Background: an optimization exercise with open tools, aiming at small area, a short achievable clock period and few clock cycles per item. Do not read the settings as production practice.
The RTL was checked by simulation tests, not by an equivalence proof against the original design.
Power and IR drop assume default switching activity.

Design knight_blocked_lattice_path_count, start of the top module:
module knight_blocked_lattice_path_count (
	input  logic               clk,
	input  logic               arst_n,
	input  logic               in_valid,
	output logic               in_stall,
	input  logic [COORD_W-1:0] target_x,
	input  logic [COORD_W-1:0] target_y,
	input  logic [COORD_W-1:0] knight_x,
	input  logic [COORD_W-1:0] knight_y,
	output logic               out_valid,
	input  logic               out_stall,
	output logic [COUNT_W-1:0] path_count
);
Size in the first run: about 85 I/O pins, about 120,000 um2 of cells after synthesis.
export LEC_CHECK = 0
export CAP_MARGIN = 20
export CORE_MARGIN = 2
export CORE_UTILIZATION = 40
export CTS_CLUSTER_DIAMETER = 110
export CTS_CLUSTER_SIZE = 24
export PLACE_DENSITY = 0.6
export SETUP_SLACK_MARGIN = 3.4
export SLEW_MARGIN = 20
create_clock -name core_clock -period 6.0 [get_ports {clk}]
run.sh (not shown) runs the stock make flow with config.mk's settings and CLKGATE_MAP_FILE= SYNTH_SCRIPT=/design/flow/synth_recipe.tcl, a recipe that flattens the netlist after the stock synthesis.
Testbench counts at the start, summed over its fixed seeds: cycles 17,016, items 1,600.
Edit:
--- a/flow/design.v
+++ b/flow/design.v
@@ -127,16 +127,16 @@
 );
 	localparam int RING = 33;        
 	localparam int SP   = NDIG + 2;  
 	function automatic int dlo(input int d);
 		dlo = (d == 0) ? 0 : KD0 + (d - 1) * KD;
 	endfunction
 	localparam int SIW = (NSLOT > 4) ? 3 : 2;    
-	function automatic logic [SIW-1:0] inc3(input logic [SIW-1:0] v);
-		inc3 = (v == SIW'(NSLOT - 1)) ? '0 : v + SIW'(1);
+	function automatic logic [SIW-1:0] slot_inc(input logic [SIW-1:0] v);
+		slot_inc = (v == SIW'(NSLOT - 1)) ? '0 : v + SIW'(1);
 	endfunction
 	logic       a_v, p_v, b_v;
 	logic       a_take, p_take, b_take;
 	logic [4:0] a_tx, a_ty, a_kx, a_ky;
 	logic       sw;
 	logic stall_q;
 	assign in_stall = stall_q;
@@ -306,15 +306,15 @@
 	assign lastiss  = issue && b_lastcol;
 	logic       ring_n, seek_n, hc0_n, kill_n;
 	logic [5:0] hc_n, kc_n;
 	logic [4:0] kn_n, j;
 	logic [SIW-1:0] wslot_n;
 	assign j = b_v ? (b_rc0 - b_rc) : 5'd0;
 	always_comb begin
-		wslot_n = pass_ev ? inc3(wslot) : wslot;
+		wslot_n = pass_ev ? slot_inc(wslot) : wslot;
 		kc_n    = (kc != 6'd0) ? kc - 6'd1 : kc;
 		kn_n    = kill ? kn - 5'd1 : kn;
 		kill_n  = (kc <= 6'd1) && ((kn >= 5'd2) || ((kn == 5'd1) && !kill));
 		hc_n    = (hc != 6'd0) ? hc - 6'd1 : hc;
 		hc0_n   = (hc <= 6'd1);
 		seek_n  = seek;
 		ring_n  = ring;
@@ -338,15 +338,15 @@
 			end
 			if (npz || (npo && pass_ev)) ring_n = 1'b0;
 		end
 	end
 	logic n_first, n_head, n_free;
 	assign n_first = p_first && !kill_n;
 	assign n_head  = !ring_n || seek_n || hc0_n;
-	assign n_free  = pass_ev ? sfree[inc3(wslot)] : sfree[wslot];
+	assign n_free  = pass_ev ? sfree[slot_inc(wslot)] : sfree[wslot];
 	always_ff @(posedge clk or negedge arst_n) begin
 		if (!arst_n) begin
 			ring    <= 1'b0;
 			inq     <= 1'b0;
 			qpass   <= 1'b0;
 			seek    <= 1'b0;
 			hc      <= 6'd0;
@@ -432,15 +432,15 @@
 			cslot <= '0;
 			wslot <= '0;
 			rslot <= '0;
 			sst   <= '0;
 		end else begin
 			capv[1] <= cap0;
 			for (int d = 2; d < NDIG; d++) capv[d] <= capv[d-1];
-			if (cap0) cslot <= inc3(cslot);
+			if (cap0) cslot <= slot_inc(cslot);
 			wslot <= wslot_n;
 			if (pass_ev) sst[wslot] <= S_RES;
 			if (capv[NDIG-1]) sst[caps[NDIG-1]] <= S_VAL;
 			if (hand) sst[rslot] <= S_FREE;
 			rslot <= rslot_n;
 		end
 	end
@@ -468,15 +468,15 @@
 			assign slot[s][HI:LO] = q;
 		end
 	end
 	logic               ov_q, hand;
 	logic [SIW-1:0]     rslot_n;
 	logic [COUNT_W-1:0] out_q;
 	assign hand    = ov_q && !out_stall;
-	assign rslot_n = hand ? inc3(rslot) : rslot;
+	assign rslot_n = hand ? slot_inc(rslot) : rslot;
 	always_ff @(posedge clk or negedge arst_n) begin
 		if (!arst_n) begin
 			ov_q <= 1'b0;
 		end else begin
 			ov_q <= (sst[rslot_n] == S_VAL);
 		end
 	end
Cell area is unchanged.
Die area stays the same.
Total power does not change.
Sequential share of layout area is unchanged.
Fmax is unchanged.
Synthesized cell count stays the same.
Hold slack is unchanged.
Routed wire length is unchanged.
Testbench counts after the change, summed over its fixed seeds: cycles 17,016, items 1,600.

static timing again, ports no longer ideal:
In the flow no input, the clock included, has a driving cell. The finished layouts below were timed again as built, in two steps. Step 1 (the two cells are an assumption about what drives the block):
set clk [get_ports {clk}]
set_driving_cell -lib_cell sky130_fd_sc_hd__clkbuf_16 $clk
set_driving_cell -lib_cell sky130_fd_sc_hd__buf_2 [delete_from_list [all_inputs] $clk]
Step 2 moves the port delays by t, midway between the first and last clock arrival at a register: inputs arrive t later, outputs are due t later. That takes back most of the time a late clock gives input paths. a / b / c = no drivers / after step 1 / after step 2; a / b = the first two.
run | t (ns) | setup slack, ns | hold slack, ns | worst register clock-pin slew, ns
the first run | 0.919 | 3.398 / 3.307 / 2.590 | 0.286 / 0.231 / 0.301 | 0.10 / 0.10
the second run | 0.919 | 3.398 / 3.307 / 2.590 | 0.286 / 0.231 / 0.301 | 0.10 / 0.10
After both steps setup and hold are still met in every run listed.
